Source: an optimization exercise on an open RTL-to-GDS flow (aim: small area and a short achievable clock period). Production flows keep margins and buffers that such runs may drop. Function was checked by simulation only, so behaviour that the tests miss may differ from the original.

--- flow/run.sh ---
#!/bin/bash
# synth_recipe.tcl (not shown) runs the flow's synth.tcl, then flattens the netlist and writes it again
# the make line also repeats each setting of config.mk as NAME=value (left out here)
make -C /OpenROAD-flow-scripts/flow DESIGN_CONFIG=/design/flow/config.mk WORK_HOME=/design/flow/orfs CLKGATE_MAP_FILE= SYNTH_SCRIPT=/design/flow/synth_recipe.tcl finish
--- flow/config.mk ---
export PLATFORM = sky130hd
export DESIGN_NAME = invIp
export DESIGN_NICKNAME = invIp
export VERILOG_FILES = /design/flow/design.v
export SDC_FILE = /design/flow/constraint.sdc
export NUM_CORES = 4
export LEC_CHECK = 0
export CAP_MARGIN = 20
export CORE_MARGIN = 2
export CORE_UTILIZATION = 40
export SLEW_MARGIN = 20
--- flow/constraint.sdc ---
create_clock -name core_clock -period 10.5 [get_ports {clk}]
set_input_delay 2.1000 -clock core_clock [delete_from_list [all_inputs] [get_ports {clk}]]
set_output_delay 2.1000 -clock core_clock [all_outputs]
set_load 0.01 [all_outputs]
--- flow/design.v ---
package invPkg;
    typedef struct packed {
        logic [6-1:0] prime;
        logic [6-1:0] number;
    } invOperandsT;
    typedef struct packed {
        logic [6-1:0]        prime;
        logic [6-1:0]        number;
        logic [6-1:0]        dividend;
        logic [6-1:0]        divisor;
        logic signed [6-1:0] mqHigh;
        logic signed [6-1:0] mqLow;
        logic                         found;
        logic signed [6-1:0] mqResult;
        logic                         valid;
    } euclidStateT;
endpackage
`timescale 1ns/100ps
module operandLoad (
    input  logic        clk,
    input  logic        arstN,
    input  logic        inValid,
    input  invPkg::invOperandsT operands,
    output invPkg::euclidStateT state
);
    localparam int W = 6;
    logic [W-1:0] bigger;
    logic [W-1:0] smaller;
    invPkg::euclidStateT  nextState;
    always_comb begin
        if (operands.prime > operands.number) begin
            bigger  = operands.prime;
            smaller = operands.number;
        end else begin
            bigger  = operands.number;
            smaller = operands.prime;
        end
    end
    always_comb begin
        nextState          = '0;
        nextState.prime    = bigger;
        nextState.number   = smaller;
        nextState.dividend = bigger;
        nextState.divisor  = smaller;
        nextState.mqHigh   = '0;
        nextState.mqLow    = W'(1);
        nextState.found    = 1'b0;
        nextState.mqResult = '0;
        nextState.valid    = inValid;
    end
    always_ff @(posedge clk or negedge arstN) begin
        if (!arstN) begin
            state <= '0;
        end else begin
            state <= nextState;
        end
    end
endmodule
`timescale 1ns/100ps
module euclidStage #(
    parameter bit lastStage = 1'b0
) (
    input  logic        clk,
    input  logic        arstN,
    input  invPkg::euclidStateT stateIn,
    output invPkg::euclidStateT stateOut
);
    localparam int W = 6;
    logic [W-1:0]          quotient;
    logic [W-1:0]          remainder;
    logic signed [2*W:0]   coefWide;
    logic signed [W-1:0]   newCoef;
    logic                  divByZero;
    logic                  hitOne;
    invPkg::euclidStateT           nextState;
    assign divByZero = (stateIn.divisor == '0);
    always_comb begin
        quotient  = '0;
        remainder = '0;
        if (!divByZero) begin
            quotient  = stateIn.dividend / stateIn.divisor;
            remainder = stateIn.dividend % stateIn.divisor;
        end
    end
    assign hitOne = (remainder == W'(1));
    always_comb begin
        coefWide = stateIn.mqHigh - stateIn.mqLow * $signed({1'b0, quotient});
    end
    assign newCoef = coefWide[W-1:0];
    always_comb begin
        nextState = stateIn;
        if (!stateIn.found) begin
            if (divByZero) begin
                nextState.found = 1'b1;
            end else begin
                nextState.dividend = stateIn.divisor;
                nextState.divisor  = remainder;
                nextState.mqHigh   = stateIn.mqLow;
                nextState.mqLow    = newCoef;
                if (hitOne || lastStage) begin
                    nextState.found    = 1'b1;
                    nextState.mqResult = newCoef;
                end
            end
        end
    end
    always_ff @(posedge clk or negedge arstN) begin
        if (!arstN) begin
            stateOut <= '0;
        end else begin
            stateOut <= nextState;
        end
    end
endmodule
`timescale 1ns/100ps
module inverseNormalize (
    input  logic                  clk,
    input  logic                  arstN,
    input  invPkg::euclidStateT           state,
    output logic                  outValid,
    output logic [6-1:0] outInv
);
    localparam int W = 6;
    logic [W-1:0] answer;
    always_comb begin
        if (state.number == W'(1)) begin
            answer = W'(1);
        end else if (state.mqResult[W-1]) begin
            answer = state.mqResult + state.prime;
        end else begin
            answer = state.mqResult;
        end
    end
    always_ff @(posedge clk or negedge arstN) begin
        if (!arstN) begin
            outValid <= 1'b0;
        end else begin
            outValid <= state.valid;
        end
    end
    always_ff @(posedge clk or negedge arstN) begin
        if (!arstN) begin
            outInv <= '0;
        end else if (state.valid) begin
            outInv <= answer;
        end
    end
endmodule
`timescale 1ns/100ps
module invIp (
    input  logic                  clk,
    input  logic                  arstN,
    input  logic                  inValid,
    input  logic [6-1:0] in1,
    input  logic [6-1:0] in2,
    output logic                  outValid,
    output logic [6-1:0] outInv
);
    invPkg::invOperandsT operands;
    localparam int SW = 7*6 + 2;
    logic [(6+1)*SW-1:0] stageState;
    assign operands.prime  = in1;
    assign operands.number = in2;
    operandLoad loadI (
        .clk      (clk),
        .arstN    (arstN),
        .inValid  (inValid),
        .operands (operands),
        .state    (stageState[0 +: SW])
    );
    for (genvar idx = 0; idx < 6; idx++) begin : gStage
        euclidStage #(
            .lastStage (idx == 6 - 1)
        ) stageI (
            .clk      (clk),
            .arstN    (arstN),
            .stateIn  (stageState[idx*SW +: SW]),
            .stateOut (stageState[(idx+1)*SW +: SW])
        );
    end
    inverseNormalize normI (
        .clk      (clk),
        .arstN    (arstN),
        .state    (stageState[6*SW +: SW]),
        .outValid (outValid),
        .outInv   (outInv)
    );
endmodule
==> flow_summary.json <==
{
  "status": "timing/DRC/antenna clean",
  "drv_cap": 0,
  "routabilityCongestion": 0.907,
  "syn-num-nets": 2197,
  "cts_root_buffer": "clkbuf_16",
  "hpwlAfterDp_mm": 32.3,
  "finalCritPeriodShare_pct": 95.9,
  "drt_pass1_iterations": 7,
  "grt_setup_unrepaired": "true",
  "grt_pass1_vias": 13900,
  "synth_sequential_area_ratio_pct": 35.0,
  "synth.top_cell.area_share_pct": 35.0,
  "maxClockFrequency_mhz": 99.3,
  "synth_area_um2": 18200,
  "arrival_ps": 10470,
  "ios": 22,
  "critPathMaxStageDelay_ps": 590,
  "antenna_cells": 0,
  "worst_pin_slew_ps": 930,
  "clk_latency_ps": 540,
  "yosys.area.top_type": "dfrtp_1",
  "fin_nets": 2254,
  "finalClockSkew_ps": 8.16,
  "place_ws_ps": -356,
  "area_delta_synth_final_pct": 13.3,
  "clk_pin_slew_ps": 60,
  "hold_path.class": "reg -> reg",
  "cts.sinks": 255,
  "synth_edf_count": 0,
  "worstSetupPathType": "reg -> reg",
  "drc": 0,
  "dieHeight_um": 218,
  "nFillCells": 4281,
  "hold_viol_final": 0,
  "setup_slack_ps": 433,
  "async_reset_ff_share_pct": 100,
  "via_count": 13700,
  "required_ps": 10900,
  "yosys.cell_count.top_type": "dfrtp_1",
  "finalSetupTns_ps": 0,
  "dieArea_um2": 47300,
  "crit_path_start_kind": "flip-flop",
  "slew_headroom_pct": 38.0,
  "r2r_start": "gStage[2].stageI.stateOut[22]",
  "crit_path_end": "gStage[3].stageI.stateOut[13]",
  "critPathMaxFanout": 11,
  "ant_nets": 0,
  "cts_buffers": 27,
  "setup_viol": 0,
  "routed_via_density": 5.26,
  "slowest_stage": "or4_4",
  "synth.ff_latch_count": 255,
  "grt_overflow": 0,
  "numPortBuffers": 21,
  "ys_top_cells_by_count": "dfrtp_1 (255), ha_1 (209), nand2_1 (198)",
  "synth.distinct_cells": 88,
  "ys_top_cells_by_area": "dfrtp_1 (35%), ha_1 (14%), fa_1 (4.8%)",
  "cp-end-kind": "flip-flop",
  "syn_avg_cell_area_um2": 9.46,
  "rr_worst_depth": 41,
  "initial_core_util_pct": 40.4,
  "wl_per_cell_um": 15.8,
  "clock_path_buffers": 3,
  "wirelength_mm": 41.3,
  "drive_above_1_share_pct": 11.7,
  "grt_pass1_wl_mm": 69.1,
  "cts_tree": "yes",
  "reg2reg_to": "gStage[3].stageI.stateOut[13]",
  "grt_max_degree": 109,
  "r2r_slack_ps": 430,
  "startpoint": "gStage[2].stageI.stateOut[22]",
  "slew_violations": 0,
  "dieWidth_um": 218,
  "grtUsageTotal_pct": 17.6,
  "coreArea_um2": 45200,
  "antenna_found_initial": 0,
  "cp_common_cell": "ha_1",
  "yosysWarnings": 4,
  "cts_htree_levels": 1,
  "layout_min_cycle_time_ps": 10070,
  "row_count": 78,
  "syn_inst": 1929,
  "dr.first_iter.drc_count": 706,
  "synthFlopType": "dfrtp_1"
}
-- timing repair --
| item | in CTS | in global routing |
|---|---|---|
| gates resized for setup | 6 | 56 |
| hold buffers | 0 | 0 |
| setup buffers | 1 | 18 |
| pin swaps | 1 | 26 |
| setup endpoints to repair | 3 | 26 |
-- cell type report --
class	count	area [um2]	share of cell area (%)
multi-input combinational	1437	11200	54.3
inverter	185	694	3.36
timing repair buffer	80	658	3.18
clock inverter	18	253	1.22
sequential	255	6390	30.9
clock buffer	30	707	3.42
tap	600	751	3.63
-- layer usage --
metal / vias to the layer above / track usage [%] / share of wire [%]
li1: 6792 / - / -
met1: 6622 / 22.8 / 45
met2: 220 / 31.5 / 50
met3: 72 / 1.59 / 2.8
met4: 0 / 4.63 / 2.4
met5: - / 0 / 0
-- state kept, by name, summed over array words and instances, names as in the netlist --
| register | count |
|---|---|
| gStage.stageI.stateOut | 235 |
| normI.outInv | 6 |
| loadI.state | 13 |
| normI.outValid | 1 |
-- critical path: cells and delay by family, from the launching register on --
kind                     cells  cell delay, ps
XOR/XNOR                     2             310
flip-flops                   1             450
AND/OR/NAND/NOR              9            2030
multiplexers                 1             370
AO/OA/AOI/OAI               17            3140
buffers and inverters        2             130
adder cells (fa/ha/maj)     10            3490
-- worst min-delay path by stage --
stage,end,from,cells past startpoint
floorplan,gStage[0].stageI.stateOut[0],loadI.state[0],0
global placement,gStage[2].stageI.stateOut[42],gStage[1].stageI.stateOut[42],0
detailed placement,gStage[1].stageI.stateOut[32],gStage[0].stageI.stateOut[32],0
CTS,gStage[4].stageI.stateOut[34],gStage[3].stageI.stateOut[34],0
global route,gStage[4].stageI.stateOut[40],gStage[3].stageI.stateOut[40],0
finish,gStage[2].stageI.stateOut[39],gStage[1].stageI.stateOut[39],0
-- through the flow --
| step | cell area [um2] | util, % | hold WS (ps) | instances |
|---|---|---|---|---|
| 6_report | 20700 | 45.7 | 346 | 2605 |
| 5_1_grt | 20700 | 45.7 | 348 | 2605 |
| 4_1_cts | 20300 | 44.9 | 348 | 2587 |
| 3_5_place_dp | 19300 | 42.7 | 335 | 2538 |
| 3_3_place_gp | 19300 | 42.7 | 332 | 2538 |
| 2_1_floorplan | 18200 | - | 331 | 1929 |
-- cell usage in the layout (no fill, tap or decap), types with 6 or more instances in the layout --
| master | netlist | layout |
|---|---|---|
| nand4_1 | 6 | 6 |
| and2_1 | 10 | 10 |
| a21oi_2 | 0 | 10 |
| nor2b_1 | 25 | 25 |
| xnor2_1 | 90 | 89 |
| nor3b_1 | 8 | 8 |
| clkdlybuf4s50_1 | 0 | 20 |
| buf_4 | 0 | 59 |
| mux2_2 | 46 | 45 |
| a21o_1 | 36 | 36 |
| xor2_1 | 22 | 22 |
| o22ai_1 | 15 | 15 |
| o31a_1 | 6 | 6 |
| dfrtp_1 | 255 | 251 |
| inv_1 | 185 | 185 |
| o211ai_1 | 14 | 14 |
| a21oi_1 | 89 | 79 |
| nand3_1 | 21 | 21 |
| nand2_1 | 198 | 198 |
| o21ai_1 | 9 | 12 |
| o21a_1 | 50 | 49 |
| and3_1 | 22 | 21 |
| a31oi_1 | 18 | 17 |
| mux2i_1 | 41 | 39 |
| xnor3_1 | 7 | 7 |
| nor3_1 | 40 | 39 |
| ha_1 | 209 | 206 |
| nand2b_1 | 16 | 15 |
| or3_1 | 15 | 15 |
| o21ai_0 | 124 | 116 |
| fa_1 | 44 | 43 |
| or2_2 | 8 | 8 |
| nor2_1 | 138 | 137 |
| clkbuf_16 | 0 | 27 |
-- cells by family after synthesis --
logic type | Yosys count | synth area share (%)
AOI/OAI and AO/OA | 433 | 15.2
other | 1 | 0.0206
muxes | 87 | 5.09
adders and majority gates | 253 | 19.2
DFF | 255 | 35.0
buffers and inverters | 237 | 4.95
xor gates and xnor gates | 119 | 6.24
and+or+nand+nor | 544 | 14.4

[static timing again, ports no longer ideal]
No port has a modelled driver above. Below, the same layout with a new extraction and two added sets of constraints.
Step 1 assumes that a clkbuf_16 drives the clock port and a buf_2 every other input.
Step 2 also shifts input and output timing later by t, the mid clock arrival at the registers, as if the neighbouring blocks saw the same clock.
Three values: no drivers, after step 1, after step 2; two values: the first two.
t (ns): 0.593
setup WS [ns]: 0.433 / 0.433 / 0.433
pins driven straight from the clock port: 1
After both steps setup and hold are still met in this run. For this run, drivers alone change the setup slack by 0.000 ns; drivers and shift together by 0.000 ns.
